This design comes from an exercise in tuning for small area, a short achievable clock period and few clock cycles on the open sky130 flow, not from production work. In this exercise RTL edits were held to simulation tests only and were not proved equivalent to the original. The clock port is modelled as an ideal driver; clocking choices that lean on that would not hold on a real chip. Power and IR drop assume default switching activity.

==> design.v <==
package mul_accel_pkg;
  typedef logic [31:0] word_t;
  typedef logic [31:0] addr_t;
  typedef logic [15:0] operand_t;
  typedef logic [3:0]  shift_t;
  typedef enum logic [2:0] {IDLE, RD_A, WT_A, RD_B, WT_B, FEED, DRAIN, WR_C} stream_state_e;
  localparam addr_t CsrShift  = 32'd0;
  localparam addr_t CsrCommit = 32'd1;
  localparam addr_t CsrCount  = 32'd2;
  localparam addr_t CsrBaseA  = 32'd0;
  localparam addr_t CsrBaseB  = 32'd1;
  localparam addr_t CsrBaseC  = 32'd2;
  localparam addr_t CsrLength = 32'd3;
  localparam addr_t CsrStart  = 32'd4;
  localparam addr_t CsrStatus = 32'd5;
endpackage
module mul_step (
  input  logic [15:0] a,
  input  logic [17:0] t,
  input  logic [2:0]  sel1,
  input  logic [2:0]  sel2,
  input  logic [2:0]  sel3,
  input  logic [2:0]  sel4,
  input  logic [1:0]  neg,
  input  logic [15:0] addend,
  output logic [23:0] msum
);
  logic w1, w2, w3, w4, w5, w6, w7, w8, w9, w10, w11, w12, w13, w14, w15, w16, w17, w18, w19, w20, w21, w22, w23, w24, w25, w26, w27, w28, w29, w30, w31, w32, w33, w34, w35, w36, w37, w38, w39, w40, w41, w42, w43, w44, w45, w46, w47, w48, w49, w50, w51, w52, w53, w54, w55, w56, w57, w58, w59, w60, w61, w62, w63, w64, w65, w66, w67, w68, w69, w70, w71, w72, w73, w74, w75, w76, w77, w78, w79, w80, w81, w82, w83, w84, w85, w86, w87, w88, w89, w90, w91, w92, w93, w94, w95, w96, w97, w98, w99, w100, w101, w102, w103, w104, w105, w106, w107, w108, w109, w110, w111, w112, w113, w114, w115, w116, w117, w118, w119, w120, w121, w122, w123, w124, w125, w126, w127, w128, w129, w130, w131, w132, w133, w134, w135, w136, w137, w138, w139, w140, w141, w142, w143, w144;
  logic [23:0] ra, rb;
  assign w1 = ((sel1[0] & a[0]) | (sel3[0] & t[0])) ^ neg[0];
  assign w2 = ((sel1[0] & a[1]) | (sel2[0] & a[0]) | (sel3[0] & t[1])) ^ neg[0];
  assign w3 = ((sel1[0] & a[2]) | (sel2[0] & a[1]) | (sel3[0] & t[2]) | (sel4[0] & a[0])) ^ neg[0];
  assign w4 = ((sel1[0] & a[3]) | (sel2[0] & a[2]) | (sel3[0] & t[3]) | (sel4[0] & a[1])) ^ neg[0];
  assign w5 = ((sel1[0] & a[4]) | (sel2[0] & a[3]) | (sel3[0] & t[4]) | (sel4[0] & a[2])) ^ neg[0];
  assign w6 = ((sel1[0] & a[5]) | (sel2[0] & a[4]) | (sel3[0] & t[5]) | (sel4[0] & a[3])) ^ neg[0];
  assign w7 = ((sel1[0] & a[6]) | (sel2[0] & a[5]) | (sel3[0] & t[6]) | (sel4[0] & a[4])) ^ neg[0];
  assign w8 = ((sel1[0] & a[7]) | (sel2[0] & a[6]) | (sel3[0] & t[7]) | (sel4[0] & a[5])) ^ neg[0];
  assign w9 = ((sel1[0] & a[8]) | (sel2[0] & a[7]) | (sel3[0] & t[8]) | (sel4[0] & a[6])) ^ neg[0];
  assign w10 = ((sel1[0] & a[9]) | (sel2[0] & a[8]) | (sel3[0] & t[9]) | (sel4[0] & a[7])) ^ neg[0];
  assign w11 = ((sel1[0] & a[10]) | (sel2[0] & a[9]) | (sel3[0] & t[10]) | (sel4[0] & a[8])) ^ neg[0];
  assign w12 = ((sel1[0] & a[11]) | (sel2[0] & a[10]) | (sel3[0] & t[11]) | (sel4[0] & a[9])) ^ neg[0];
  assign w13 = ((sel1[0] & a[12]) | (sel2[0] & a[11]) | (sel3[0] & t[12]) | (sel4[0] & a[10])) ^ neg[0];
  assign w14 = ((sel1[0] & a[13]) | (sel2[0] & a[12]) | (sel3[0] & t[13]) | (sel4[0] & a[11])) ^ neg[0];
  assign w15 = ((sel1[0] & a[14]) | (sel2[0] & a[13]) | (sel3[0] & t[14]) | (sel4[0] & a[12])) ^ neg[0];
  assign w16 = ((sel1[0] & a[15]) | (sel2[0] & a[14]) | (sel3[0] & t[15]) | (sel4[0] & a[13])) ^ neg[0];
  assign w17 = ((sel2[0] & a[15]) | (sel3[0] & t[16]) | (sel4[0] & a[14])) ^ neg[0];
  assign w18 = ((sel3[0] & t[17]) | (sel4[0] & a[15])) ^ neg[0];
  assign w19 = ((sel1[1] & a[0]) | (sel3[1] & t[0])) ^ neg[1];
  assign w20 = ((sel1[1] & a[1]) | (sel2[1] & a[0]) | (sel3[1] & t[1])) ^ neg[1];
  assign w21 = ((sel1[1] & a[2]) | (sel2[1] & a[1]) | (sel3[1] & t[2]) | (sel4[1] & a[0])) ^ neg[1];
  assign w22 = ((sel1[1] & a[3]) | (sel2[1] & a[2]) | (sel3[1] & t[3]) | (sel4[1] & a[1])) ^ neg[1];
  assign w23 = ((sel1[1] & a[4]) | (sel2[1] & a[3]) | (sel3[1] & t[4]) | (sel4[1] & a[2])) ^ neg[1];
  assign w24 = ((sel1[1] & a[5]) | (sel2[1] & a[4]) | (sel3[1] & t[5]) | (sel4[1] & a[3])) ^ neg[1];
  assign w25 = ((sel1[1] & a[6]) | (sel2[1] & a[5]) | (sel3[1] & t[6]) | (sel4[1] & a[4])) ^ neg[1];
  assign w26 = ((sel1[1] & a[7]) | (sel2[1] & a[6]) | (sel3[1] & t[7]) | (sel4[1] & a[5])) ^ neg[1];
  assign w27 = ((sel1[1] & a[8]) | (sel2[1] & a[7]) | (sel3[1] & t[8]) | (sel4[1] & a[6])) ^ neg[1];
  assign w28 = ((sel1[1] & a[9]) | (sel2[1] & a[8]) | (sel3[1] & t[9]) | (sel4[1] & a[7])) ^ neg[1];
  assign w29 = ((sel1[1] & a[10]) | (sel2[1] & a[9]) | (sel3[1] & t[10]) | (sel4[1] & a[8])) ^ neg[1];
  assign w30 = ((sel1[1] & a[11]) | (sel2[1] & a[10]) | (sel3[1] & t[11]) | (sel4[1] & a[9])) ^ neg[1];
  assign w31 = ((sel1[1] & a[12]) | (sel2[1] & a[11]) | (sel3[1] & t[12]) | (sel4[1] & a[10])) ^ neg[1];
  assign w32 = ((sel1[1] & a[13]) | (sel2[1] & a[12]) | (sel3[1] & t[13]) | (sel4[1] & a[11])) ^ neg[1];
  assign w33 = ((sel1[1] & a[14]) | (sel2[1] & a[13]) | (sel3[1] & t[14]) | (sel4[1] & a[12])) ^ neg[1];
  assign w34 = ((sel1[1] & a[15]) | (sel2[1] & a[14]) | (sel3[1] & t[15]) | (sel4[1] & a[13])) ^ neg[1];
  assign w35 = ((sel2[1] & a[15]) | (sel3[1] & t[16]) | (sel4[1] & a[14])) ^ neg[1];
  assign w36 = ((sel3[1] & t[17]) | (sel4[1] & a[15])) ^ neg[1];
  assign w37 = (sel1[2] & a[0]) | (sel3[2] & t[0]);
  assign w38 = (sel1[2] & a[1]) | (sel2[2] & a[0]) | (sel3[2] & t[1]);
  assign w39 = (sel1[2] & a[2]) | (sel2[2] & a[1]) | (sel3[2] & t[2]) | (sel4[2] & a[0]);
  assign w40 = (sel1[2] & a[3]) | (sel2[2] & a[2]) | (sel3[2] & t[3]) | (sel4[2] & a[1]);
  assign w41 = (sel1[2] & a[4]) | (sel2[2] & a[3]) | (sel3[2] & t[4]) | (sel4[2] & a[2]);
  assign w42 = (sel1[2] & a[5]) | (sel2[2] & a[4]) | (sel3[2] & t[5]) | (sel4[2] & a[3]);
  assign w43 = (sel1[2] & a[6]) | (sel2[2] & a[5]) | (sel3[2] & t[6]) | (sel4[2] & a[4]);
  assign w44 = (sel1[2] & a[7]) | (sel2[2] & a[6]) | (sel3[2] & t[7]) | (sel4[2] & a[5]);
  assign w45 = (sel1[2] & a[8]) | (sel2[2] & a[7]) | (sel3[2] & t[8]) | (sel4[2] & a[6]);
  assign w46 = (sel1[2] & a[9]) | (sel2[2] & a[8]) | (sel3[2] & t[9]) | (sel4[2] & a[7]);
  assign w47 = (sel1[2] & a[10]) | (sel2[2] & a[9]) | (sel3[2] & t[10]) | (sel4[2] & a[8]);
  assign w48 = (sel1[2] & a[11]) | (sel2[2] & a[10]) | (sel3[2] & t[11]) | (sel4[2] & a[9]);
  assign w49 = (sel1[2] & a[12]) | (sel2[2] & a[11]) | (sel3[2] & t[12]) | (sel4[2] & a[10]);
  assign w50 = (sel1[2] & a[13]) | (sel2[2] & a[12]) | (sel3[2] & t[13]) | (sel4[2] & a[11]);
  assign w51 = (sel1[2] & a[14]) | (sel2[2] & a[13]) | (sel3[2] & t[14]) | (sel4[2] & a[12]);
  assign w52 = (sel1[2] & a[15]) | (sel2[2] & a[14]) | (sel3[2] & t[15]) | (sel4[2] & a[13]);
  assign w53 = (sel2[2] & a[15]) | (sel3[2] & t[16]) | (sel4[2] & a[14]);
  assign w54 = (sel3[2] & t[17]) | (sel4[2] & a[15]);
  assign w55 = w4 ^ w19;
  assign w56 = w4 & w19;
  assign w57 = w5 ^ w20;
  assign w58 = w5 & w20;
  assign w59 = w6 ^ w21;
  assign w60 = w6 & w21;
  assign w61 = w7 ^ w22 ^ w37;
  assign w62 = (w7 & w22) | (w7 & w37) | (w22 & w37);
  assign w63 = w8 ^ w23 ^ w38;
  assign w64 = (w8 & w23) | (w8 & w38) | (w23 & w38);
  assign w65 = w9 ^ w24 ^ w39;
  assign w66 = (w9 & w24) | (w9 & w39) | (w24 & w39);
  assign w67 = w10 ^ w25 ^ w40;
  assign w68 = (w10 & w25) | (w10 & w40) | (w25 & w40);
  assign w69 = w11 ^ w26 ^ w41;
  assign w70 = (w11 & w26) | (w11 & w41) | (w26 & w41);
  assign w71 = w12 ^ w27 ^ w42;
  assign w72 = (w12 & w27) | (w12 & w42) | (w27 & w42);
  assign w73 = w13 ^ w28 ^ w43;
  assign w74 = (w13 & w28) | (w13 & w43) | (w28 & w43);
  assign w75 = w14 ^ w29 ^ w44;
  assign w76 = (w14 & w29) | (w14 & w44) | (w29 & w44);
  assign w77 = w15 ^ w30 ^ w45;
  assign w78 = (w15 & w30) | (w15 & w45) | (w30 & w45);
  assign w79 = w16 ^ w31 ^ w46;
  assign w80 = (w16 & w31) | (w16 & w46) | (w31 & w46);
  assign w81 = w17 ^ w32;
  assign w82 = w17 & w32;
  assign w83 = w18 ^ w33;
  assign w84 = w18 & w33;
  assign w85 = neg[0] ^ w34;
  assign w86 = neg[0] & w34;
  assign w87 = neg[0] ^ w35;
  assign w88 = neg[0] & w35;
  assign w89 = neg[0] ^ w36;
  assign w90 = neg[0] & w36;
  assign w91 = neg[0] ^ neg[1];
  assign w92 = neg[0] & neg[1];
  assign w93 = neg[0] ^ neg[1];
  assign w94 = neg[0] & neg[1];
  assign w95 = neg[0] ^ neg[1];
  assign w96 = neg[0] & neg[1];
  assign w97 = w1 ^ neg[0];
  assign w98 = w1 & neg[0];
  assign w99 = w2 ^ addend[1];
  assign w100 = w2 & addend[1];
  assign w101 = w3 ^ addend[2];
  assign w102 = w3 & addend[2];
  assign w103 = w55 ^ neg[1] ^ addend[3];
  assign w104 = (w55 & neg[1]) | (w55 & addend[3]) | (neg[1] & addend[3]);
  assign w105 = w56 ^ w57 ^ addend[4];
  assign w106 = (w56 & w57) | (w56 & addend[4]) | (w57 & addend[4]);
  assign w107 = w58 ^ w59 ^ addend[5];
  assign w108 = (w58 & w59) | (w58 & addend[5]) | (w59 & addend[5]);
  assign w109 = w60 ^ w61 ^ addend[6];
  assign w110 = (w60 & w61) | (w60 & addend[6]) | (w61 & addend[6]);
  assign w111 = w62 ^ w63 ^ addend[7];
  assign w112 = (w62 & w63) | (w62 & addend[7]) | (w63 & addend[7]);
  assign w113 = w64 ^ w65 ^ addend[8];
  assign w114 = (w64 & w65) | (w64 & addend[8]) | (w65 & addend[8]);
  assign w115 = w66 ^ w67 ^ addend[9];
  assign w116 = (w66 & w67) | (w66 & addend[9]) | (w67 & addend[9]);
  assign w117 = w68 ^ w69 ^ addend[10];
  assign w118 = (w68 & w69) | (w68 & addend[10]) | (w69 & addend[10]);
  assign w119 = w70 ^ w71 ^ addend[11];
  assign w120 = (w70 & w71) | (w70 & addend[11]) | (w71 & addend[11]);
  assign w121 = w72 ^ w73 ^ addend[12];
  assign w122 = (w72 & w73) | (w72 & addend[12]) | (w73 & addend[12]);
  assign w123 = w74 ^ w75 ^ addend[13];
  assign w124 = (w74 & w75) | (w74 & addend[13]) | (w75 & addend[13]);
  assign w125 = w76 ^ w77 ^ addend[14];
  assign w126 = (w76 & w77) | (w76 & addend[14]) | (w77 & addend[14]);
  assign w127 = w78 ^ w79 ^ addend[15];
  assign w128 = (w78 & w79) | (w78 & addend[15]) | (w79 & addend[15]);
  assign w129 = w80 ^ w81 ^ w47;
  assign w130 = (w80 & w81) | (w80 & w47) | (w81 & w47);
  assign w131 = w82 ^ w83 ^ w48;
  assign w132 = (w82 & w83) | (w82 & w48) | (w83 & w48);
  assign w133 = w84 ^ w85 ^ w49;
  assign w134 = (w84 & w85) | (w84 & w49) | (w85 & w49);
  assign w135 = w86 ^ w87 ^ w50;
  assign w136 = (w86 & w87) | (w86 & w50) | (w87 & w50);
  assign w137 = w88 ^ w89 ^ w51;
  assign w138 = (w88 & w89) | (w88 & w51) | (w89 & w51);
  assign w139 = w90 ^ w91 ^ w52;
  assign w140 = (w90 & w91) | (w90 & w52) | (w91 & w52);
  assign w141 = w92 ^ w93 ^ w53;
  assign w142 = (w92 & w93) | (w92 & w53) | (w93 & w53);
  assign w143 = w94 ^ w95 ^ w54;
  assign w144 = (w94 & w95) | (w94 & w54) | (w95 & w54);
  assign ra = {w142, w140, w138, w136, w134, w132, w130, w128, w126, w124, w122, w120, w118, w116, w114, w112, w110, w108, w106, w104, w102, w100, w98, w97};
  assign rb = {w143, w141, w139, w137, w135, w133, w131, w129, w127, w125, w123, w121, w119, w117, w115, w113, w111, w109, w107, w105, w103, w101, w99, addend[0]};
  assign msum = ra + rb;
endmodule
module mul_accel_top #(
  parameter int unsigned StreamerCsrNum = 6
) (
  input  logic  clk_i,
  input  logic  rst_n_i,
  input  mul_accel_pkg::addr_t csr_req_addr_i,
  input  mul_accel_pkg::word_t csr_req_data_i,
  input  logic  csr_req_write_i,
  input  logic  csr_req_valid_i,
  output logic  csr_req_ready_o,
  output mul_accel_pkg::word_t csr_rsp_data_o,
  output logic  csr_rsp_valid_o,
  input  logic  csr_rsp_ready_i,
  output mul_accel_pkg::addr_t tcdm_addr_o,
  output mul_accel_pkg::word_t tcdm_wdata_o,
  output logic  tcdm_write_o,
  output logic  tcdm_req_o,
  input  logic  tcdm_gnt_i,
  input  mul_accel_pkg::word_t tcdm_rdata_i,
  input  logic  tcdm_rvalid_i
);
  logic [31:0] base_a_q, base_b_q, base_c_q, len_q, count_q;
  logic [3:0]  shift_q;
  logic [3:0]  shl_q, shh_q;
  logic        rsp_valid_q;
  logic [6:0]  rsel_q;
  logic        st_a_q, st_b_q, st_c_q, st_t_q;
  logic        first_q, last_q;
  logic [31:0] idx_q;
  logic [31:0] addr_q;
  logic        ga_q, ga2_q, gb_q, s1_q, s2_q, cv_q;
  logic [15:0] a_q;
  logic [31:0] c_q;
  logic busy;
  assign busy = st_a_q | st_b_q | st_c_q | st_t_q;
  logic       req_fire, wr, hi_zero;
  logic [3:0] a4;
  logic       start;
  assign req_fire = csr_req_valid_i & ~rsp_valid_q;
  assign wr       = req_fire & csr_req_write_i;
  assign hi_zero  = csr_req_addr_i[31:4] == '0;
  assign a4       = csr_req_addr_i[3:0];
  assign start    = wr & hi_zero & (a4 == 4'd4) & ~busy & vl_q & (len_q != '0);
  logic [6:0] rsel_d;
  logic       rd;
  assign rd = ~csr_req_write_i & hi_zero;
  assign rsel_d = {rd & (a4 == 4'd5) & busy, rd & (a4 == 4'd6), rd & (a4 == 4'd8),
                   rd & (a4 == 4'd3), rd & (a4 == 4'd2), rd & (a4 == 4'd1), rd & (a4 == 4'd0)};
  always_ff @(posedge clk_i or negedge rst_n_i) begin
    if (!rst_n_i) begin
      rsp_valid_q <= 1'b0;
    end else if (req_fire) begin
      rsp_valid_q <= 1'b1;
    end else if (csr_rsp_ready_i) begin
      rsp_valid_q <= 1'b0;
    end
  end
  always_ff @(posedge clk_i or negedge rst_n_i) begin
    if (!rst_n_i) rsel_q <= '0;
    else if (req_fire) rsel_q <= rsel_d;
  end
  assign csr_rsp_data_o = ({32{rsel_q[0]}} & base_a_q) | ({32{rsel_q[1]}} & base_b_q) |
                          ({32{rsel_q[2]}} & base_c_q) | ({32{rsel_q[3]}} & len_q) |
                          ({32{rsel_q[4]}} & count_q) | ({32{rsel_q[5]}} & {28'd0, shift_q}) |
                          {31'd0, rsel_q[6]};
  assign csr_req_ready_o = ~rsp_valid_q;
  assign csr_rsp_valid_o = rsp_valid_q;
  logic        va_q, vb_q, vc_q, vl_q;
  logic [31:0] wdata_z;
  logic        wr_ok, wr_a, wr_b, wr_c, wr_l;
  assign wr_ok   = wr & hi_zero & ~busy;
  assign wr_a    = wr_ok & (a4 == 4'd0);
  assign wr_b    = wr_ok & (a4 == 4'd1);
  assign wr_c    = wr_ok & (a4 == 4'd2);
  assign wr_l    = wr_ok & (a4 == 4'd3);
  assign wdata_z = csr_req_data_i & {32{wr}};
  always_ff @(posedge clk_i) begin
    if (wr_a || (!va_q && !wr)) base_a_q <= wdata_z;
    if (wr_b || (!vb_q && !wr)) base_b_q <= wdata_z;
    if (wr_c || (!vc_q && !wr)) base_c_q <= wdata_z;
    if (wr_l || (!vl_q && !wr)) len_q    <= wdata_z;
  end
  always_ff @(posedge clk_i or negedge rst_n_i) begin
    if (!rst_n_i) begin
      va_q <= 1'b0;
      vb_q <= 1'b0;
      vc_q <= 1'b0;
      vl_q <= 1'b0;
    end else begin
      if (wr_a || !wr) va_q <= 1'b1;
      if (wr_b || !wr) vb_q <= 1'b1;
      if (wr_c || !wr) vc_q <= 1'b1;
      if (wr_l || !wr) vl_q <= 1'b1;
    end
  end
  always_ff @(posedge clk_i or negedge rst_n_i) begin
    if (!rst_n_i) begin
      shift_q  <= '0;
      shl_q    <= 4'b0001;
      shh_q    <= 4'b0001;
    end else begin
      if (wr && hi_zero && !busy) begin
        if (a4 == 4'd7) begin
          shl_q <= 4'b0001 << shift_q[1:0];
          shh_q <= 4'b0001 << shift_q[3:2];
        end
      end
      if (wr && hi_zero && a4 == 4'd6) shift_q <= csr_req_data_i[3:0];
    end
  end
  logic gnt_a, gnt_b, gnt_c, adv_c, done;
  assign gnt_a = st_a_q & tcdm_gnt_i;
  assign gnt_b = st_b_q & tcdm_gnt_i;
  assign gnt_c = req_c & tcdm_gnt_i;
  assign adv_c = st_c_q & (first_q | gnt_c);
  assign done  = st_t_q & gnt_c;
  logic        req_c;
  logic        cy_q, hip_q;
  logic [16:0] cnt_lo;
  logic [15:0] cnt_hi;
  assign req_c  = (st_c_q | st_t_q) & cv_q;
  assign cnt_lo = {1'b0, count_q[15:0]} + {1'b0, len_q[15:0]};
  assign cnt_hi = count_q[31:16] + len_q[31:16] + {15'd0, cy_q};
  always_ff @(posedge clk_i or negedge rst_n_i) begin
    if (!rst_n_i) begin
      count_q <= '0;
      cy_q    <= 1'b0;
      hip_q   <= 1'b0;
    end else begin
      hip_q <= start;
      if (start) begin
        count_q[15:0] <= cnt_lo[15:0];
        cy_q          <= cnt_lo[16];
      end
      if (hip_q) count_q[31:16] <= cnt_hi;
    end
  end
  function automatic logic sum_eq(input logic [31:0] x, input logic [31:0] y, input logic [31:0] k);
    logic ok;
    logic c;
    ok = 1'b1;
    c  = 1'b0;
    for (int i = 0; i < 32; i++) begin
      ok = ok & ((x[i] ^ y[i] ^ k[i]) == c);
      c  = (x[i] & y[i]) | ((x[i] ^ y[i]) & ~k[i]);
    end
    sum_eq = ok;
  endfunction
  logic [31:0] nbase;
  logic        ncin;
  logic [32:0] nsum;
  logic ta_q, tc_q, last_d;
  assign last_d = sum_eq(idx_q, 32'd2, len_q);
  assign nbase  = ({32{ta_q}} & base_a_q) | ({32{st_a_q}} & base_b_q) | ({32{tc_q}} & base_c_q);
  assign ncin   = ta_q | st_a_q;
  always_ff @(posedge clk_i or negedge rst_n_i) begin
    if (!rst_n_i) begin
      ta_q <= 1'b1;
      tc_q <= 1'b0;
    end else begin
      if (start | gnt_a | adv_c) ta_q <= 1'b0;
      if (start | adv_c) tc_q <= 1'b0;
      if (gnt_a) tc_q <= 1'b1;
      if (gnt_b) begin
        ta_q <= ~last_d;
        tc_q <= last_d;
      end
      if (done) begin
        ta_q <= 1'b1;
        tc_q <= 1'b0;
      end
    end
  end
  assign nsum = {nbase, ncin} + {idx_q, 1'b1};
  always_ff @(posedge clk_i or negedge rst_n_i) begin
    if (!rst_n_i) begin
      st_a_q  <= 1'b0;
      st_b_q  <= 1'b0;
      st_c_q  <= 1'b0;
      st_t_q  <= 1'b0;
      first_q <= 1'b0;
      last_q  <= 1'b0;
      ga_q    <= 1'b0;
      ga2_q   <= 1'b0;
      gb_q    <= 1'b0;
      s1_q    <= 1'b0;
      s2_q    <= 1'b0;
      cv_q    <= 1'b0;
    end else begin
      ga_q <= gnt_a;
      ga2_q <= ga_q;
      gb_q <= gnt_b;
      if (start) begin
        st_a_q  <= 1'b1;
        first_q <= 1'b1;
      end
      if (gnt_a) begin
        st_a_q <= 1'b0;
        st_b_q <= 1'b1;
      end
      if (gnt_b) begin
        st_b_q <= 1'b0;
        st_c_q <= 1'b1;
        last_q <= last_d;
      end
      if (adv_c) begin
        st_c_q  <= 1'b0;
        first_q <= 1'b0;
        if (last_q) st_t_q <= 1'b1;
        else        st_a_q <= 1'b1;
      end
      if (done) begin
        st_t_q <= 1'b0;
      end
      if (gb_q) s1_q <= 1'b1;
      else if (!cv_q) s1_q <= 1'b0;
      s2_q <= s1_q & ~cv_q;
      if (s2_q) cv_q <= 1'b1;
      else if (gnt_c) cv_q <= 1'b0;
    end
  end
  always_ff @(posedge clk_i) begin
    if (!busy) idx_q <= '1;
    else if (gnt_b) idx_q <= idx_q + 32'd1;
  end
  always_ff @(posedge clk_i) begin
    if (start | gnt_a | gnt_b | adv_c) addr_q <= nsum[32:1];
  end
  assign tcdm_req_o   = st_a_q | st_b_q | req_c;
  assign tcdm_write_o = st_c_q | st_t_q;
  assign tcdm_addr_o  = addr_q;
  logic        s1_fire;
  logic [7:0]  bhi_q;
  logic [17:0] t_q;
  logic [2:0]  sel1_q, sel2_q, sel3_q, sel4_q;
  logic [1:0]  neg_q;
  logic [7:0]  nbyte;
  logic [15:0] addend;
  logic [23:0] msum;
  assign s1_fire = s1_q & ~cv_q;
  assign nbyte   = gb_q ? tcdm_rdata_i[7:0] : bhi_q;
  assign addend  = s2_q ? c_q[31:16] : 16'd0;
  mul_step i_mul_step (
    .a      ( a_q    ),
    .t      ( t_q    ),
    .sel1   ( sel1_q ),
    .sel2   ( sel2_q ),
    .sel3   ( sel3_q ),
    .sel4   ( sel4_q ),
    .neg    ( neg_q  ),
    .addend ( addend ),
    .msum   ( msum   )
  );
  logic [2:0] sel1_d, sel2_d, sel3_d, sel4_d;
  logic [1:0] neg_d;
  logic       ld_enc;
  always_comb begin
    for (int i = 0; i < 3; i++) begin
      logic x0, x1, x2, x3;
      logic [2:0] sum, mag;
      x0 = (i == 0) ? 1'b0 : nbyte[3*i-1];
      x1 = nbyte[3*i];
      x2 = nbyte[3*i+1];
      x3 = (i == 2) ? 1'b0 : nbyte[3*i+2];
      sum = {1'b0, x2, 1'b0} + {2'b00, x1} + {2'b00, x0};
      mag = x3 ? 3'd4 - sum : sum;
      sel1_d[i] = mag == 3'd1;
      sel2_d[i] = mag == 3'd2;
      sel3_d[i] = mag == 3'd3;
      sel4_d[i] = mag == 3'd4;
      if (i < 2) neg_d[i] = x3;
    end
  end
  assign ld_enc = gb_q | s1_fire;
  always_ff @(posedge clk_i or negedge rst_n_i) begin
    if (!rst_n_i) begin
      a_q    <= '0;
      t_q    <= '0;
      sel1_q <= '0;
      sel2_q <= '0;
      sel3_q <= '0;
      sel4_q <= '0;
      neg_q  <= '0;
    end else begin
    if (ga_q) a_q <= tcdm_rdata_i[15:0];
    if (ga2_q) t_q <= {2'b00, a_q} + {1'b0, a_q, 1'b0};
    if (ld_enc) begin
      sel1_q <= sel1_d;
      sel2_q <= sel2_d;
      sel3_q <= sel3_d;
      sel4_q <= sel4_d;
      neg_q  <= neg_d;
    end
    end
  end
  always_ff @(posedge clk_i) begin
    if (gb_q) bhi_q <= tcdm_rdata_i[15:8];
    if (s1_fire | s2_q) c_q[31:8] <= msum;
    if (s2_q) c_q[7:0] <= c_q[15:8];
  end
  logic [31:0] shl_c;
  always_comb begin
    for (int i = 0; i < 32; i++) begin
      shl_c[i] = 1'b0;
      tcdm_wdata_o[i] = 1'b0;
    end
    for (int i = 0; i < 32; i++)
      for (int k = 0; k < 4; k++)
        if (i + k < 32) shl_c[i] = shl_c[i] | (shl_q[k] & c_q[i+k]);
    for (int i = 0; i < 32; i++)
      for (int k = 0; k < 4; k++)
        if (i + 4 * k < 32) tcdm_wdata_o[i] = tcdm_wdata_o[i] | (shh_q[k] & shl_c[i+4*k]);
  end
endmodule
==> flow/run.sh <==
#!/bin/bash
set -euo pipefail
ARGS="BUFFER_PORTS_ARGS=-buffer_cell sky130_fd_sc_hd__buf_1"
R=orfs/results/sky130hd/mul_accel_top/base
bash standard.sh "$ARGS" cts > flow_make_cts.log 2>&1
SKEW_DB=$R/4_cts.odb SKEW_SDC=$R/4_cts.sdc SKEW_OUT=$R/4_cts.odb \
  SKEW_DLY=sky130_fd_sc_hd__clkdlybuf4s18_1 SKEW_DRV=sky130_fd_sc_hd__clkbuf_16 \
  openroad -no_init -exit flow/skew.tcl > skew.log 2>&1
bash standard.sh "$ARGS" finish > flow_make_finish.log 2>&1
==> flow/skew.tcl <==
# Useful skew for the multiplier: delay the clock of the result register c_q, where the
# multiplier's register-to-register paths end. Each group of c_q flip-flops on one clock
# leaf net gets its own delay buffer between the leaf net and their clock pins.
read_liberty $::env(FLOW_HOME)/platforms/sky130hd/lib/sky130_fd_sc_hd__tt_025C_1v80.lib
read_db $::env(SKEW_DB)
read_sdc $::env(SKEW_SDC)
set_propagated_clock [all_clocks]
source $::env(FLOW_HOME)/platforms/sky130hd/setRC.tcl
estimate_parasitics -placement
puts "before:"
report_checks -path_delay max -to [get_pins -hierarchical c_q*/D] -format end
report_checks -path_delay max -from [get_pins -hierarchical c_q*/CLK] -format end
set block [ord::get_db_block]
set dly_master [[ord::get_db] findMaster $::env(SKEW_DLY)]
set drv_master [[ord::get_db] findMaster $::env(SKEW_DRV)]
array set groups {}
foreach inst [$block getInsts] {
  if {[regexp {^c_q\\\[} [$inst getName]]} {
    set net [[$inst findITerm CLK] getNet]
    lappend groups([$net getName]) $inst
  }
}
set k 0
foreach netname [lsort [array names groups]] {
  set net [$block findNet $netname]
  # delay cell, then a clock buffer that drives the flip-flops with a sharp edge
  set dly [odb::dbInst_create $block $dly_master skew_dly_$k]
  set mid [odb::dbNet_create $block skew_mid_$k]
  $mid setSigType CLOCK
  set buf [odb::dbInst_create $block $drv_master skew_buf_$k]
  set nn [odb::dbNet_create $block skew_net_$k]
  $nn setSigType CLOCK
  [$dly findITerm A] connect $net
  [$dly findITerm X] connect $mid
  [$buf findITerm A] connect $mid
  [$buf findITerm X] connect $nn
  set sx 0; set sy 0; set c 0
  foreach inst $groups($netname) {
    set it [$inst findITerm CLK]
    $it disconnect
    $it connect $nn
    set bb [$inst getBBox]
    set sx [expr {$sx + [$bb xMin]}]; set sy [expr {$sy + [$bb yMin]}]; incr c
  }
  $buf setLocation [expr {$sx / $c}] [expr {$sy / $c}]
  $buf setPlacementStatus PLACED
  $dly setLocation [expr {$sx / $c}] [expr {$sy / $c}]
  $dly setPlacementStatus PLACED
  puts "skew_buf_$k on $netname drives $c flip-flops"
  incr k
}
global_connect
detailed_placement
check_placement -verbose
estimate_parasitics -placement
puts "after:"
report_checks -path_delay max -to [get_pins -hierarchical c_q*/D] -format end
report_checks -path_delay max -from [get_pins -hierarchical c_q*/CLK] -format end
report_checks -path_delay min -to [get_pins -hierarchical c_q*/D] -format end
report_check_types -max_slew -max_capacitance
foreach p [get_pins -hierarchical c_q*/CLK] { report_slews $p }
write_db $::env(SKEW_OUT)
==> standard.sh <==
#!/bin/bash
# synth_recipe.tcl (not shown) runs the flow's synth.tcl, then flattens the netlist and writes it again
# the make line also repeats each setting of config.mk as NAME=value (left out here)
make -C /OpenROAD-flow-scripts/flow DESIGN_CONFIG=/design/flow/config.mk WORK_HOME=/design/flow/orfs CLKGATE_MAP_FILE= SYNTH_SCRIPT=/design/flow/synth_recipe.tcl "${@:-finish}"
==> config.mk <==
export PLATFORM = sky130hd
export DESIGN_NAME = mul_accel_top
export DESIGN_NICKNAME = mul_accel_top
export VERILOG_FILES = /design/flow/design.v
export SDC_FILE = /design/flow/constraint.sdc
export NUM_CORES = 4
export LEC_CHECK = 0
export CAP_MARGIN = 20
export CORE_MARGIN = 8
export CORE_UTILIZATION = 60
export CTS_BUF_LIST = sky130_fd_sc_hd__clkbuf_16
export CTS_CLUSTER_DIAMETER = 100
export CTS_CLUSTER_SIZE = 20
export PLACE_DENSITY = 0.75
export SETUP_SLACK_MARGIN = 3.8
export SLEW_MARGIN = 20
==> constraint.sdc <==
create_clock -name core_clock -period 8.0 [get_ports {clk_i}]
set_input_delay 1.6000 -clock core_clock [delete_from_list [all_inputs] [get_ports {clk_i}]]
set_output_delay 1.6000 -clock core_clock [all_outputs]
set_load 0.01 [all_outputs]
==> results.ini, run 1 <==
[floorplan]
die_w_um = 211
num_rows = 71
start_util = 0.606
pin_count = 203
die-area_mm2 = 0.0444
chipHeight_um = 211
fp.coreArea_mm2 = 0.0375

[worst_setup_path]
critPathLaunch = st_a_q
worstPathRequired_ns = 8.31
cp.arrival_ns = 4.33
worstPathMaxFanout = 33
reg2reg_setup_slack_ns = 3.97
worst_r2r_startpoint = st_a_q
crit_end = addr_q[28]
worstRegToRegCells = 12
crit_path_start_kind = register
r2r_end = addr_q[28]
crit_type = reg2reg
end_kind = register

[placed_design]
dp_cells = 2775
dpl_worst_slack_ns = 3.08
dp_hpwl_um = 43600
io_buffers = 185
place_congestion = 0.916

[finish]
multi_input_area_mm2 = 0.0122
nets = 2598
regArea_mm2 = 0.00968
synthToLayoutAreaGrowth_pct = 8.63
layout-drive-gt1-share = 0.0818
layout_commonest_cell = nand2_1
final_cell_mix = 223 x nand2_1, 200 x edfxtp_1, 184 x buf_1, 156 x inv_1, 155 x a22oi_1
fillers = 3057
finalNonFillerCells = 2835
n_antenna_cell = 0

[clock_network]
cts.sinks = 352
root_buffer = clkbuf_16
worstSkewPairLatency_ns = 0.91
cts_buffers = 21
clockBufferDepth = 3
cts_tree = done
h-tree-depth = 1
clkTransAtPathRegs_ns = 0.09

[global_routing]
grtUsageTotal = 0.264
grt_max_degree = 56
grt_pass1_vias = 17400
grt_first_pass_wirelength_um = 94900
grt_overflow = 0
antenna_found_initial = 2

[sta]
holdWs_ns = 0.489
worst_clock_skew_ns = 0.401
slew_viol_final = 0
setup_viol = 0
relSlewSlack = 0.302
fin_setup_tns_ns = 0
setup_slack_ns = 3.97
fin_crit_sh = 0.503
rsz0062_at_grt = false
fmax_mhz = 248
tightest_slew_ns = 1.05
period_needed_ns = 4.03
hold_viol_final = 0

[power_and_ir_drop]
power.leakage_nw = 10.2
ir_drop_v = 0.000182
cellPowerDensity_mw_per_mm2 = 127

[route]
wl_um = 60300
drc_errors = 0
firstDrtPassIters = 9
vias = 18000
drt_iter0_drc = 1958
wl_per_cell_um = 21.3
routed_via_density = 6.34
antenna_left = 0

[worst_hold_path]
hold_path_class = reg2reg

[synth]
ys_seq_area_frac = 0.425
synth.distinct_cells = 89
avgSynthCellArea_um2 = 10.4
synth_edf_count = 200
synth_nets = 2482
async_reset_ff_frac = 0.341
synth-seq-cells = 352
synth_top_flop_cell = edfxtp_1
netlist_area_mm2 = 0.0227
syn_inst = 2193
ys_warn_count = 1

[job]
max_cap_viol_count = 0

[outcome]
outcome = finished clean

metrics by stage:
step                      utilization  area, µm²  total power, mW
after global routing            0.659      24700             3.23
after detailed placement        0.634      23800             2.00
after CTS                       0.654      24500             3.06
after global placement          0.634      23800             2.00
after floorplan                     -      22800             1.96
final                           0.659      24700             3.14
worst max-delay path, cell delays in order, from the launching register on:
cell      delay, ns
dfrtp_2        0.46
buf_8          0.21
a222oi_1       0.92
inv_1          0.11
ha_1           0.44
and4_1         0.24
and2_1         0.22
a21boi_0       0.40
o211ai_1       0.21
a21boi_2       0.26
o21a_1         0.14
nor2_1         0.04
xnor2_1        0.12
registers in the layout, indices dropped and copies added, names as in the netlist, 18 cells and up:
name      flops
addr_q       32
base_a_q     32
base_b_q     32
base_c_q     32
c_q          32
count_q      32
idx_q        32
len_q        32
t_q          18
kinds of logic (layout without fill, tap and decap cells):
kind of cell / count (synthesis) / after routing / synth area share
flops: 352 / 352 / 0.425
simple gates: 543 / 543 / 0.115
fa+ha+maj: 188 / 188 / 0.115
compound gates: 582 / 582 / 0.195
xor+xnor: 182 / 182 / 0.0701
buf+inv: 277 / 408 / 0.0472
mux: 69 / 69 / 0.0338
layout make-up:
type	count	share of cell area
Clock buffer	21	0.0213
Sequential cell	352	0.392
Timing Repair Buffer	219	0.0391
Buffer	6	0.00426
Multi-Input combinational cell	1564	0.492
Tap cell	511	0.0259
Clock inverter	17	0.00299
Inverter	145	0.0224
timing repair:
item,CTS,global route
gates resized for setup,26,9
pin swaps,4,3
endpoints found under the hold margin,0,0
hold buffers,0,0
endpoints found under the setup margin,13,4
setup buffers,15,1
where the power goes:
part / total [mW] / internal, mW / switching, mW / leakage [nW]
Clock: 1.18 / 0.563 / 0.613 / 0.393
Sequential: 1.91 / 1.91 / 0.000392 / 3.49
Combinational: 0.0554 / 0.0160 / 0.0394 / 6.34
cell usage after synthesis (all sizes together) (8+ instances only):
| master | instances | area, µm² |
|---|---|---|
| a21oi | 73 | 377 |
| nor3 | 21 | 110 |
| or3 | 8 | 50.1 |
| a22o | 42 | 368 |
| a21o | 28 | 210 |
| nand2 | 225 | 850 |
| and3 | 23 | 144 |
| inv | 145 | 544 |
| xor2 | 41 | 359 |
| nor2b | 15 | 93.8 |
| clkbuf | 116 | 437 |
| o21a | 13 | 97.6 |
| nand3 | 41 | 210 |
| xnor2 | 141 | 1230 |
| a222oi | 70 | 701 |
| nor2 | 86 | 325 |
| edfxtp | 200 | 6010 |
| nand4 | 15 | 100 |
| and2 | 45 | 283 |
| mux2 | 59 | 668 |
| buf | 16 | 92.6 |
| o21ai | 72 | 375 |
| nor4 | 25 | 156 |
| a31o | 8 | 70.1 |
| dfrtp | 117 | 2930 |
| nand2b | 21 | 131 |
| dfxtp | 32 | 641 |
| a31oi | 16 | 113 |
| fa | 34 | 681 |
| ha | 152 | 1900 |
| a221oi | 38 | 345 |
| mux2i | 10 | 100 |
| o211ai | 8 | 60.1 |
| a22oi | 156 | 1180 |
layer usage:
layer	share of wire	track usage	vias up
met5	0.00040	0	-
li1	-	-	8419
met4	0.020	0.0601	4
met3	0.12	0.0772	80
met1	0.44	0.380	8584
met2	0.43	0.392	898
worst min path at each step:
stage | startpoint | to | cells past startpoint
floorplan | ga_q | ga2_q | 0
CTS | s1_q | s1_q | 1
finish | count_q[31] | count_q[31] | 1
global route | count_q[31] | count_q[31] | 1
global placement | s1_q | s1_q | 1
detailed placement | s1_q | s1_q | 1
Testbench counts, summed over its fixed seeds: cycles 11,462.
==> inputs of run 2 (changes only) <==
--- a/config.mk
+++ b/config.mk
@@ -12,5 +12,5 @@
 export CTS_CLUSTER_DIAMETER = 100
 export CTS_CLUSTER_SIZE = 20
 export PLACE_DENSITY = 0.75
-export SETUP_SLACK_MARGIN = 3.8
+export SETUP_SLACK_MARGIN = 4.2
 export SLEW_MARGIN = 20
==> run 2 against run 1 <==
  * Setup slack better by 0.086 ns
  * Critical path depth fell by 7
  * Cell count is 2.0% higher
  * Clock skew up 0.049 ns
  * Die area did not move
  * Still clean
  * Non-clock buffer count grew 53
==> results.ini, run 2 <==
[power_and_ir_drop]
cellPowerDensity_mw_per_mm2 = 123
ir_drop_v = 0.000133
power.leakage_nw = 10.6

[synth]
synth.most_common_cell = nand2_1
avgSynthCellArea_um2 = 10.4
synth_area_leaders = edfxtp_1 26%, dfrtp_1 13%, ha_1 8.4%, xnor2_1 5.4%, a22oi_1 5.1%
netlist_area_mm2 = 0.0227
synth_nets = 2482
synth-compound-area-share = 0.195
async_reset_ff_frac = 0.341
synth_fa_ha_area_frac = 0.115
synth_top_area_share = 0.264
synth_edf_count = 200
synth_xor_area_frac = 0.0701
yosysTopAreaCell = edfxtp_1
synth.distinct_cells = 89
synth_mux_area_frac = 0.0338
ys_warn_count = 1
synth_top_family_by_area = compound AO/OA/AOI/OAI gates
synth-seq-cells = 352
synth_top_flop_cell = edfxtp_1
ys_seq_area_frac = 0.425
synthTopCellsByCount = 223 x nand2_1, 200 x edfxtp_1, 155 x a22oi_1
syn_inst = 2193
synthSimpleGateAreaFrac = 0.115

[finish]
synthToLayoutAreaGrowth_pct = 12.8
final_util = 0.684
final_cell_mix = 206 x nand2_1, 200 x edfxtp_1, 182 x buf_1, 153 x inv_1, 146 x a22oi_1
fillers = 2894
layout-drive-gt1-share = 0.142
layout_commonest_cell = nand2_1
fin_area_mm2 = 0.0256
nets = 2654

[floorplan]
fp.coreArea_mm2 = 0.0375
die_w_um = 211
start_util = 0.606
num_rows = 71
die-area_mm2 = 0.0444
pin_count = 203
chipHeight_um = 211

[route]
antenna_left = 0
routed_via_density = 6.42
drc_errors = 0
vias = 18500
firstDrtPassIters = 8
wl_um = 64100
wl_per_cell_um = 22.2
drt_iter0_drc = 1995

[global_routing]
grt_overflow = 0
grt_pass1_vias = 17500
grt_max_degree = 80
grtUsageTotal = 0.275
grt_first_pass_wirelength_um = 97800
antenna_found_initial = 2

[clock_network]
clockBufferDepth = 3
root_buffer = clkbuf_16
cts_buffers = 21
clkTransAtPathRegs_ns = 0.09
cts.sinks = 352
cts_tree = done
h-tree-depth = 1
worstSkewPairLatency_ns = 0.94

[sta]
slew_viol_final = 0
hold_viol_final = 0
setup_viol = 0
relSlewSlack = 0.295
rsz0062_at_grt = true
fin_setup_tns_ns = 0
fmax_mhz = 254
tightest_slew_ns = 1.05
worst_clock_skew_ns = 0.451
period_needed_ns = 3.94
fin_crit_sh = 0.493

[worst_setup_path]
crit_path_start_kind = register
worstPathRequired_ns = 6.40
end_kind = output port
cp.arrival_ns = 2.34
worstPathMaxFanout = 4
crit_type = reg2out

[placed_design]
placed_cell_area_mm2 = 0.0239
io_buffers = 185
dp_hpwl_um = 43900
place_congestion = 0.902

[outcome]
outcome = finished clean

[worst_hold_path]
hold_path_class = reg2reg

[job]
max_cap_viol_count = 0

## run 2: kinds of logic after synthesis
family	Yosys count
AOI/OAI and AO/OA	582
and+or+nand+nor	543
DFF	352
buffers and inverters	277
adders and majority gates	188
xor gates and xnor gates	182
muxes	69
## run 2: timing repair
action                     in CTS  in global routing
setup buffers                  38                 30
setup endpoints to repair     102                 57
pin swaps                      28                 38
hold buffers                    0                  0
gates resized for setup        55                 57
gates cloned                    3                  2
## run 2: metal layers
metal / vias up / track usage / routed length (µm)
li1: 8530 / - / -
met1: 8938 / 0.410 / 27400
met2: 987 / 0.409 / 27600
met3: 92 / 0.0580 / 7540
met4: 2 / 0.0601 / 1480
met5: - / 0 / 13
## run 2: where the power goes
part / leakage, nW / switching (mW) / internal (mW) / total, mW
Combinational: 6.70 / 0.0452 / 0.0164 / 0.0616
Clock: 0.392 / 0.622 / 0.563 / 1.18
Sequential: 3.48 / 0.000413 / 1.91 / 1.91
Total: 10.6 / 0.667 / 2.49 / 3.15
## run 2: final timing paths
kind                       slack [ns]  cells past startpoint   startpoint               end
max                              4.06                      5      c_q[20]  tcdm_wdata_o[20]
min                              0.49                      1  count_q[31]       count_q[31]
max reg2reg                      4.16                     13       st_a_q        addr_q[30]
min reg2reg                      0.49                      1  count_q[31]       count_q[31]
max in group asynchronous        5.71                      2      rst_n_i              s2_q
min in group asynchronous        1.08                      1      rst_n_i              vc_q
## run 2: metrics by stage
stage	hold WS [ns]	total power, mW	setup slack (ns)	std cells
finish	0.488	3.15	4.06	2891
global route	0.505	3.24	3.95	2890
CTS	0.484	3.07	3.88	2852
detailed placement	0.472	2.00	2.99	2774
global placement	0.455	2.00	3.09	2774
floorplan	0.370	1.96	4.02	2193
## run 2: cell type report
class	instances	area, µm²	share of cell area
diodes	1	2.50	0.0000976
plain buffers	6	105	0.00410
clock buffers	21	526	0.0205
clock inverters	16	70.1	0.00273
inverters	145	552	0.0215
multi-input cells	1567	12600	0.491
flip-flops and latches	352	9700	0.378
well taps	511	639	0.0249
repair buffers	272	1450	0.0564
## run 2: worst max-delay path: stages (launching register included)
cell	delay, ns
edfxtp_1	0.46
a22oi_1	0.26
nand2_2	0.14
a222oi_1	0.36
inv_1	0.09
buf_1	0.14
==> inputs of run 3 (changes only) <==
--- a/config.mk
+++ b/config.mk
@@ -12,5 +12,5 @@
 export CTS_CLUSTER_DIAMETER = 100
 export CTS_CLUSTER_SIZE = 20
 export PLACE_DENSITY = 0.75
-export SETUP_SLACK_MARGIN = 4.2
+export SETUP_SLACK_MARGIN = 4
 export SLEW_MARGIN = 20
==> run 3 against run 2 <==
  * Cell area fell by 1.7%
  * Largest power group unchanged
  * Synthesized cell count stayed put
  * First-iteration DRC count rose by 14%
  * Die area unchanged
  * Critical endpoint is now csr_rsp_data_o[7]
  * Global-route usage is 0.62 points lower
  * Fmax is 0.24% lower
  * Cell count down 0.80%
  * Clock skew shrank 0.061 ns
  * Sequential share of layout area up 0.63 points
  * Still clean
  * Synthesized area is the same
==> results.ini, run 3 <==
[outcome]
outcome = finished clean

[synth]
synth_top_flop_cell = edfxtp_1
synth.distinct_cells = 89
synth.most_common_cell = nand2_1
synth_area_leaders = edfxtp_1 26%, dfrtp_1 13%, ha_1 8.4%, xnor2_1 5.4%, a22oi_1 5.1%
synthTopCellsByCount = 223 x nand2_1, 200 x edfxtp_1, 155 x a22oi_1
ys_seq_area_frac = 0.425
ys_warn_count = 1
synth_top_area_share = 0.264
syn_inst = 2193
yosysTopAreaCell = edfxtp_1
synth_nets = 2482
netlist_area_mm2 = 0.0227
synth_edf_count = 200
avgSynthCellArea_um2 = 10.4
synth-seq-cells = 352
async_reset_ff_frac = 0.341

[route]
routed_via_density = 6.38
firstDrtPassIters = 10
wl_per_cell_um = 21.7
drt_iter0_drc = 2284
wl_um = 62300
drc_errors = 0
highest_layer = met5
routedLengthMet1_um = 27400
vias = 18300
antenna_left = 0
wl_met3_um = 6860
wl_met2_um = 26900

[finish]
final_util = 0.672
synthToLayoutAreaGrowth_pct = 10.8
layout_commonest_cell = nand2_1
finalNonFillerCells = 2868
fin_area_mm2 = 0.0252
final_cell_mix = 215 x nand2_1, 200 x edfxtp_1, 184 x buf_1, 155 x inv_1, 150 x a22oi_1
layout-drive-gt1-share = 0.118
nets = 2631
n_antenna_cell = 0

[job]
max_cap_viol_count = 0

[sta]
tightest_slew_ns = 1.15
period_needed_ns = 3.95
setup_slack_ns = 4.05
hold_viol_final = 0
fin_crit_sh = 0.494
worst_clock_skew_ns = 0.390
slew_viol_final = 0
setup_viol = 0
fmax_mhz = 253
holdWs_ns = 0.480
rsz0062_at_grt = true
relSlewSlack = 0.225
fin_setup_tns_ns = 0

[worst_setup_path]
end_kind = output port
cp.arrival_ns = 2.35
critPathLaunch = rsel_q[0]
crit_type = reg2out
worstPathMaxFanout = 18
worstPathRequired_ns = 6.40
r2r_end = addr_q[28]
crit_end = csr_rsp_data_o[7]
worst_r2r_startpoint = st_a_q
reg2reg_setup_slack_ns = 4.12
crit_path_start_kind = register
worstRegToRegCells = 13

[global_routing]
antenna_found_initial = 3
grt_first_pass_wirelength_um = 96400
grt_overflow = 0
grt_max_degree = 63
grtUsageTotal = 0.269
grt_pass1_vias = 17600

[floorplan]
pin_count = 203
chipHeight_um = 211
die_w_um = 211
start_util = 0.606
num_rows = 71
fp.coreArea_mm2 = 0.0375
die-area_mm2 = 0.0444

[placed_design]
dp_hpwl_um = 44400
placed_cell_area_mm2 = 0.0238
dp_cells = 2774
io_buffers = 185
dpl_worst_slack_ns = 3.23
place_congestion = 0.916

[clock_network]
clockBufferDepth = 3
root_buffer = clkbuf_16
h-tree-depth = 1
cts_tree = done
clkTransAtPathRegs_ns = 0.09
worstSkewPairLatency_ns = 0.89
cts_buffers = 21
cts.sinks = 352
cts_hold_buf = 0

[power_and_ir_drop]
power.leakage_nw = 10.4
power.total_mw = 3.15
ir_drop_v = 0.000149
cellPowerDensity_mw_per_mm2 = 125

[worst_hold_path]
hold_path_class = reg2reg

run 3: cell families (layout without fill, tap and decap cells):
| family | after synthesis | after routing | synth area share |
|---|---|---|---|
| and+or+nand+nor | 543 | 544 | 0.115 |
| muxes | 69 | 69 | 0.0338 |
| adders and majority gates | 188 | 188 | 0.115 |
| buffers and inverters | 277 | 440 | 0.0472 |
| DFF | 352 | 352 | 0.425 |
| xor gates and xnor gates | 182 | 182 | 0.0701 |
| AOI/OAI and AO/OA | 582 | 582 | 0.195 |
run 3: report_power, final:
| part | leakage (nW) | internal [mW] | switching (mW) |
|---|---|---|---|
| clock | 0.398 | 0.564 | 0.618 |
| combinational | 6.53 | 0.0157 | 0.0403 |
| sequential | 3.48 | 1.91 | 0.000428 |
| total | 10.4 | 2.49 | 0.659 |
run 3: worst min-delay path by stage:
stage               cells after the start  slack, ns     to  start
floorplan                               0       0.37  ga2_q   ga_q
global placement                        1       0.46   s1_q   s1_q
detailed placement                      1       0.46   s1_q   s1_q
CTS                                     1       0.48   s1_q   s1_q
global route                            1       0.52   s1_q   s1_q
finish                                  1       0.48   s1_q   s1_q
run 3: final cells by class:
class	count	area [µm²]
multi-input combinational	1565	12400
buffer	6	105
clock inverter	17	73.8
clock buffer	21	526
fill	2949	12300
timing repair buffer	251	1200
sequential	352	9690
tap	511	639
inverter	145	552
run 3: per-layer routing:
metal,vias up,GRT usage
met5,-,0
li1,8484,-
met1,8761,0.402
met2,970,0.397
met3,90,0.0598
met4,2,0.0567
run 3: critical path, stage by stage (launching register included):
cell and delay, ns:
dfrtp_1 0.65, buf_4 0.36, a222oi_1 0.44, nand2_1 0.17, buf_1 0.17
run 3: timing repair:
action | 4_1_cts | 5_1_grt
gates resized for setup | 51 | 25
setup buffers | 36 | 13
pin swaps | 22 | 10
cloned | 0 | 1
setup endpoints to repair | 49 | 38
==> inputs of run 4 (changes only) <==
--- a/design.v
+++ b/design.v
@@ -14,6 +14,38 @@
   localparam addr_t CsrStart  = 32'd4;
   localparam addr_t CsrStatus = 32'd5;
 endpackage
+module add16_bk (
+  input  logic [15:0] a,
+  input  logic [15:0] b,
+  input  logic        ci,
+  output logic [15:0] s,
+  output logic        co
+);
+  logic [15:0] g, p, c;
+  always_comb begin
+    logic [15:0] gg, pp;
+    gg = a & b;
+    pp = a ^ b;
+    gg[0] = gg[0] | (pp[0] & ci);
+    for (int l = 0; l < 4; l++)
+      for (int i = 0; i < 16; i++)
+        if ((i % (2 << l)) == (2 << l) - 1) begin
+          gg[i] = gg[i] | (pp[i] & gg[i - (1 << l)]);
+          pp[i] = pp[i] & pp[i - (1 << l)];
+        end
+    for (int l = 2; l >= 0; l--)
+      for (int i = 0; i < 16; i++)
+        if (i >= 3 * (1 << l) - 1 && ((i - (3 * (1 << l) - 1)) % (2 << l)) == 0) begin
+          gg[i] = gg[i] | (pp[i] & gg[i - (1 << l)]);
+          pp[i] = pp[i] & pp[i - (1 << l)];
+        end
+    g = gg;
+    p = a ^ b;
+  end
+  assign c  = {g[14:0], ci};
+  assign s  = p ^ c;
+  assign co = g[15];
+endmodule
 module mul_step (
   input  logic [15:0] a,
   input  logic [17:0] t,
@@ -295,9 +327,10 @@
   logic        cy_q, hip_q;
   logic [16:0] cnt_lo;
   logic [15:0] cnt_hi;
+  logic        cnt_hi_co;
   assign req_c  = (st_c_q | st_t_q) & cv_q;
-  assign cnt_lo = {1'b0, count_q[15:0]} + {1'b0, len_q[15:0]};
-  assign cnt_hi = count_q[31:16] + len_q[31:16] + {15'd0, cy_q};
+  add16_bk i_cnt_lo (.a(count_q[15:0]),  .b(len_q[15:0]),  .ci(1'b0), .s(cnt_lo[15:0]), .co(cnt_lo[16]));
+  add16_bk i_cnt_hi (.a(count_q[31:16]), .b(len_q[31:16]), .ci(cy_q), .s(cnt_hi),       .co(cnt_hi_co));
   always_ff @(posedge clk_i or negedge rst_n_i) begin
     if (!rst_n_i) begin
       count_q <= '0;
--- a/config.mk
+++ b/config.mk
@@ -9,8 +9,8 @@
 export CORE_MARGIN = 8
 export CORE_UTILIZATION = 60
 export CTS_BUF_LIST = sky130_fd_sc_hd__clkbuf_16
-export CTS_CLUSTER_DIAMETER = 100
-export CTS_CLUSTER_SIZE = 20
+export CTS_CLUSTER_DIAMETER = 120
+export CTS_CLUSTER_SIZE = 26
 export PLACE_DENSITY = 0.75
 export SETUP_SLACK_MARGIN = 4
 export SLEW_MARGIN = 20
==> run 4 against run 3 <==
  * First-iteration DRC count shrank 1.9%
  * Sequential power is essentially flat
  * Largest cell class unchanged
  * Cell area shrank 1.7%
  * Clock skew grew 0.058 ns
  * Critical path depth grew 13
  * Critical path type is now reg2reg
  * Fmax is essentially flat
  * Power shrank 3.3%
  * Clock power shrank 8%
==> results.ini, run 4 <==
[synth]
synth_area_leaders = edfxtp_1 27%, dfrtp_1 13%, ha_1 8.3%, a22oi_1 5.2%, xnor2_1 4.7%
synth_top_flop_cell = edfxtp_1
synth_top_area_share = 0.269
ys_warn_count = 2
netlist_area_mm2 = 0.0224
synthTopCellsByCount = 206 x nand2_1, 200 x edfxtp_1, 156 x a22oi_1
synth.distinct_cells = 71
synth_edf_count = 200
synth.most_common_cell = nand2_1
async_reset_ff_frac = 0.341
syn_inst = 2121
avgSynthCellArea_um2 = 10.5
yosysTopAreaCell = edfxtp_1
ys_seq_area_frac = 0.432
synth_nets = 2421
synth-seq-cells = 352

[route]
firstDrtPassIters = 9
wl_met2_um = 25700
drt_iter0_drc = 2240
highest_layer = met4
wl_per_cell_um = 21.9
wl_met3_um = 6730
routed_via_density = 6.46
antenna_left = 0
vias = 17800
routedLengthMet1_um = 26800
wl_um = 60200
drc_errors = 0

[finish]
layout-drive-gt1-share = 0.115
layout_commonest_cell = edfxtp_1
final_cell_mix = 200 x edfxtp_1, 199 x nand2_1, 184 x buf_1, 153 x a22oi_1, 143 x inv_1
nets = 2569
fillers = 2742
synthToLayoutAreaGrowth_pct = 10.7

[global_routing]
grt_overflow = 0
grt_max_degree = 78
grt_first_pass_wirelength_um = 94800
grt_pass1_vias = 17200
antenna_found_initial = 0
grtUsageTotal = 0.265

[sta]
fin_setup_tns_ns = 0
fmax_mhz = 253
hold_viol_final = 0
setup_viol = 0
slew_viol_final = 0
setup_slack_ns = 4.05
worst_clock_skew_ns = 0.447
fin_crit_sh = 0.494
tightest_slew_ns = 0.859
rsz0062_at_grt = true
period_needed_ns = 3.95
relSlewSlack = 0.427

[worst_setup_path]
crit_path_start_kind = register
worstRegToRegCells = 17
crit_type = reg2reg
worstPathRequired_ns = 8.65
critPathLaunch = sel3_q[1]
cp.arrival_ns = 4.60
end_kind = register
worstPathMaxFanout = 5
worst_r2r_startpoint = sel3_q[1]

[floorplan]
die-area_mm2 = 0.0437
start_util = 0.609
num_rows = 70
fp.coreArea_mm2 = 0.0367
chipHeight_um = 209
pin_count = 203
die_w_um = 209

[clock_network]
worstSkewPairLatency_ns = 0.91
cts_hold_buf = 0
clockBufferDepth = 3
root_buffer = clkbuf_16
h-tree-depth = 1
clkTransAtPathRegs_ns = 0.11
cts_tree = done
cts.sinks = 352
cts_buffers = 17

[worst_hold_path]
holdPathStages = 1
hold_path_class = reg2reg
worstHoldStart = count_q[31]

[placed_design]
dp_hpwl_um = 42600
io_buffers = 185
dpl_worst_slack_ns = 3.23
place_congestion = 0.935

[power_and_ir_drop]
cellPowerDensity_mw_per_mm2 = 123
ir_drop_v = 0.000139
power.leakage_nw = 10.4

[outcome]
outcome = finished clean

[job]
max_cap_viol_count = 0

run 4: changes by cell type after synthesis, moves of 5 or more:
cell / previous run / this run
xnor2_1: 141 / 119
a21o_1: 28 / 46
nand2_1: 223 / 206
fa_1: 34 / 48
a21oi_1: 70 / 80
nand2b_1: 21 / 11
a31oi_1: 14 / 5
and3_1: 23 / 15
inv_1: 144 / 137
o211ai_1: 8 / 2
clkbuf_1: 115 / 110
mux2_2: 57 / 52
nor3_1: 20 / 25
xor2_1: 41 / 46
run 4: layout make-up:
| cell class | count | area [µm²] | area share |
|---|---|---|---|
| timing repair buffer | 248 | 1200 | 0.0485 |
| clock inverter | 13 | 66.3 | 0.00268 |
| antenna | 1 | 2.50 | 0.000101 |
| buffer | 6 | 105 | 0.00425 |
| tap | 468 | 586 | 0.0237 |
| multi-input combinational | 1506 | 12200 | 0.491 |
| inverter | 138 | 526 | 0.0212 |
| sequential | 352 | 9700 | 0.392 |
| clock buffer | 17 | 425 | 0.0172 |
run 4: repair_timing:
item	4_1_cts	5_1_grt
pin swaps	15	21
buffers inserted	31	13
endpoints found under the setup margin	20	41
gates resized for setup	59	30
run 4: metal layers:
layer	up-vias	track usage
met3	76	0.0477
met1	8535	0.405
met4	0	0.0486
met5	-	0
li1	8207	-
met2	944	0.393
run 4: power breakdown:
part / internal [mW] / switching (mW)
logic: 0.0162 / 0.0401
clock network: 0.480 / 0.599
registers: 1.91 / 0.000595
total: 2.40 / 0.639
run 4: cell families after synthesis:
| kind of cell | Yosys count | synth area share |
|---|---|---|
| mux | 60 | 0.0298 |
| compound gates | 574 | 0.194 |
| simple gates | 508 | 0.108 |
| fa+ha+maj | 199 | 0.127 |
| buf+inv | 263 | 0.0445 |
| xor+xnor | 165 | 0.0646 |
| flops | 352 | 0.432 |
run 4: critical path, cell delays in order (launching register included):
cell and delay [ns]:
dfrtp_4 0.53, buf_4 0.16, a22o_1 0.20, a221oi_1 0.27, xnor2_1 0.15, fa_1 0.52, fa_1 0.51, inv_1 0.04
ha_1 0.21, a21o_1 0.18, a21o_1 0.18, a21oi_2 0.15, nand2_1 0.10, a31oi_4 0.22, nor3_4 0.07, o41ai_4 0.26
mux2i_1 0.23, nand2_1 0.08
run 4: path summary, 6_finish.rpt:
check                                    to  slack [ns]
worst max-delay path                c_q[30]        4.05
worst min-delay path            count_q[31]        0.48
worst max register to register      c_q[30]        4.05
worst min register to register  count_q[31]        0.48
max in group asynchronous          shl_q[1]        5.60
min in group asynchronous            a_q[3]        1.11
run 4: through the flow:
stage	hold WS, ns	area, µm²	cells	power (mW)	util
2_1_floorplan	0.352	22600	2121	1.96	-
3_3_place_gp	0.455	23500	2668	2.00	0.640
3_5_place_dp	0.462	23500	2668	2.00	0.640
4_1_cts	0.488	24400	2729	2.96	0.665
5_1_grt	0.522	24800	2748	3.13	0.675
6_report	0.485	24800	2749	3.04	0.675
Testbench counts of run 4, summed over its fixed seeds: cycles 11,462.
==> inputs of run 5 (changes only) <==
--- a/config.mk
+++ b/config.mk
@@ -9,8 +9,8 @@
 export CORE_MARGIN = 8
 export CORE_UTILIZATION = 60
 export CTS_BUF_LIST = sky130_fd_sc_hd__clkbuf_16
-export CTS_CLUSTER_DIAMETER = 120
-export CTS_CLUSTER_SIZE = 26
+export CTS_CLUSTER_DIAMETER = 100
+export CTS_CLUSTER_SIZE = 20
 export PLACE_DENSITY = 0.75
-export SETUP_SLACK_MARGIN = 4
+export SETUP_SLACK_MARGIN = 4.1
 export SLEW_MARGIN = 20
==> run 5 against run 4 <==
  * Still clean on timing, DRC and antenna
  * Core utilization up 1.6 points
  * Non-clock buffer count up 24
  * Sequential power about the same
  * Sequential share of layout area down 0.88 points
  * Global-route usage up 0.21 points
  * First-iteration DRC count up 0.31%
  * Critical path type unchanged
  * Critical endpoint unchanged
  * Largest cell class unchanged
==> results.ini, run 5 <==
[finish]
nets = 2597
layout_commonest_cell = edfxtp_1
final_cell_mix = 200 x edfxtp_1, 191 x nand2_1, 177 x buf_1, 144 x inv_1, 135 x ha_1
synthToLayoutAreaGrowth_pct = 13.3
multi_input_area_mm2 = 0.0124
finalNonFillerCells = 2780
regArea_mm2 = 0.00970
fillers = 2716
n_antenna_cell = 0
layout-drive-gt1-share = 0.149

[floorplan]
fp.coreArea_mm2 = 0.0367
pin_count = 203
num_rows = 70
chipHeight_um = 209
die-area_mm2 = 0.0437
die_w_um = 209
start_util = 0.609

[synth]
synth_area_leaders = edfxtp_1 27%, dfrtp_1 13%, ha_1 8.3%, a22oi_1 5.2%, xnor2_1 4.7%
synth_nets = 2421
synth_xor_area_frac = 0.0646
yosysTopAreaCell = edfxtp_1
syn_inst = 2121
synth_top_flop_cell = edfxtp_1
synth_top_family_by_area = compound AO/OA/AOI/OAI gates
synth_top_area_share = 0.269
ys_seq_area_frac = 0.432
synth_mux_area_frac = 0.0298
synth_edf_count = 200
synthSimpleGateAreaFrac = 0.108
synth-seq-cells = 352
synth-compound-area-share = 0.194
synth.most_common_cell = nand2_1
async_reset_ff_frac = 0.341
avgSynthCellArea_um2 = 10.5
ys_warn_count = 2
synth_fa_ha_area_frac = 0.127
synth.distinct_cells = 71
netlist_area_mm2 = 0.0224
synthTopCellsByCount = 206 x nand2_1, 200 x edfxtp_1, 156 x a22oi_1

[global_routing]
grt_first_pass_wirelength_um = 95300
antenna_found_initial = 2
grt_max_degree = 63
grtUsageTotal = 0.267
grt_overflow = 0
grt_pass1_vias = 17400

[sta]
slew_viol_final = 0
fin_crit_sh = 0.501
rsz0062_at_grt = true
fin_setup_tns_ns = 0
period_needed_ns = 4.01
worst_clock_skew_ns = 0.411
relSlewSlack = 0.333
setup_viol = 0
hold_viol_final = 0
tightest_slew_ns = 1.00
fmax_mhz = 249

[job]
max_cap_viol_count = 0

[worst_setup_path]
worstPathMaxFanout = 7
crit_type = reg2reg
end_kind = register
crit_path_start_kind = register
worstPathRequired_ns = 8.63
cp.arrival_ns = 4.64

[clock_network]
clockBufferDepth = 3
cts_tree = done
cts_buffers = 21
worstSkewPairLatency_ns = 0.90
h-tree-depth = 1
root_buffer = clkbuf_16
cts.sinks = 352
clkTransAtPathRegs_ns = 0.08

[route]
routed_via_density = 6.50
wl_per_cell_um = 22.1
wl_met2_um = 26600
antenna_left = 0
highest_layer = met5
drc_errors = 0
vias = 18100
firstDrtPassIters = 9
wl_met3_um = 6670
drt_iter0_drc = 2247
routedLengthMet1_um = 27000
wl_um = 61300

[power_and_ir_drop]
ir_drop_v = 0.000160
cellPowerDensity_mw_per_mm2 = 125
power.leakage_nw = 10.6

[worst_hold_path]
hold_path_class = reg2reg

[placed_design]
io_buffers = 185
dp_hpwl_um = 43400
dp_cells = 2667
place_congestion = 0.914

[outcome]
outcome = finished clean

run 5: changes by cell type in the layout (fill, tap and decap cells not counted), sizes merged:
cell	change
buf	+21
clkbuf	+7
bufinv	+1
inv	+3
diode	-1
run 5: path summary, 6_finish.rpt:
check | cells past startpoint | slack, ns | to | startpoint
min in group asynchronous | 1 | 1.18 | a_q[14] | rst_n_i
hold reg to reg | 1 | 0.47 | s1_q | s1_q
setup / recovery | 17 | 3.99 | c_q[30] | sel3_q[0]
max in group asynchronous | 2 | 5.34 | sel3_q[1] | rst_n_i
hold / removal | 1 | 0.47 | s1_q | s1_q
setup reg to reg | 17 | 3.99 | c_q[30] | sel3_q[0]
run 5: final cells by class:
type                       instances  area share
inverter                         138      0.0207
sequential                       352       0.383
timing repair buffer             272      0.0560
multi-input combinational       1506       0.489
clock buffer                      21      0.0207
clock inverter                    17     0.00380
buffer                             6     0.00415
tap                              468      0.0231
run 5: layer usage:
metal	vias up	global-route usage
li1	8270	-
met4	4	0.0542
met1	8820	0.393
met5	-	0
met2	894	0.399
met3	78	0.0641
run 5: per-stage QoR:
| step | setup WS, ns | instance area (µm²) | utilization | hold slack [ns] | total power [mW] |
|---|---|---|---|---|---|
| 3_3_place_gp | 3.33 | 23500 | 0.641 | 0.454 | 2.00 |
| 2_1_floorplan | 3.94 | 22700 | - | 0.352 | 1.96 |
| 3_5_place_dp | 3.25 | 23500 | 0.641 | 0.462 | 2.00 |
| 5_1_grt | 3.86 | 25300 | 0.690 | 0.517 | 3.26 |
| 6_report | 3.99 | 25300 | 0.690 | 0.469 | 3.17 |
| 4_1_cts | 3.75 | 24600 | 0.672 | 0.481 | 3.09 |
run 5: critical path: stages (launching register included):
cell and delay [ns]:
dfrtp_4 0.53, buf_4 0.15, a22o_1 0.21, a221oi_2 0.19, xnor2_1 0.18, fa_1 0.46
fa_1 0.51, inv_2 0.05, ha_4 0.26, a21o_1 0.16, a21oi_1 0.12, nor2b_1 0.06
a211o_1 0.32, a31oi_4 0.22, nor3_4 0.07, o41ai_4 0.34, mux2i_1 0.21, nand2_1 0.08
run 5: cells by family after synthesis:
family / after synthesis
buffers and inverters: 263
DFF: 352
and+or+nand+nor: 508
AOI/OAI and AO/OA: 574
muxes: 60
xor gates and xnor gates: 165
adders and majority gates: 199
run 5: timing repair:
action / 4_1_cts / 5_1_grt
setup endpoints to repair: 43 / 46
pin swaps: 20 / 48
resized for setup: 61 / 83
setup buffers: 36 / 33
hold buffers: 0 / 0
run 5: report_power, final:
group | internal [mW] | total (mW) | leakage (nW) | switching (mW)
clock network | 0.596 | 1.21 | 0.406 | 0.612
logic | 0.0160 | 0.0549 | 6.74 | 0.0389
registers | 1.91 | 1.91 | 3.50 | 0.000523
total | 2.52 | 3.17 | 10.6 | 0.652

[what the ideal ports hide]
No port has a modelled driver above. Below, the same layouts with a new extraction and two added sets of constraints. Step 1, drivers: a clkbuf_16 drives clk_i and a buf_2 each remaining input, both assumed. Step 2, shift: input delay + t, output delay - t, t = (earliest + latest rising clock arrival at the registers) / 2. This alone moves slack from input paths to output paths. a / b / c = no drivers / after step 1 / after step 2; a / b = the first two.
run	t (ns)	setup slack, ns	worst setup path after step 2	latest minus earliest clock arrival (ns)	slew at the worst register clock pin (ns)
run 1	0.753	3.973 / 3.942 / 3.513	input to register	0.430 / 0.430	0.09 / 0.09
run 2	0.767	4.058 / 4.006 / 3.573	input to register	0.451 / 0.450	0.09 / 0.09
run 3	0.747	4.049 / 4.001 / 3.586	input to register	0.390 / 0.390	0.09 / 0.09
run 4	0.742	4.049 / 4.045 / 3.619	input to register	0.448 / 0.447	0.11 / 0.11
run 5	0.748	3.989 / 3.989 / 3.614	input to register	0.411 / 0.411	0.09 / 0.09
In every run listed the clock reaches the registers at very different times; t lies between them, and the last value is a rough guide only. For run 2, which loses most, drivers alone change the setup slack by -0.052 ns; drivers and shift together by -0.485 ns.
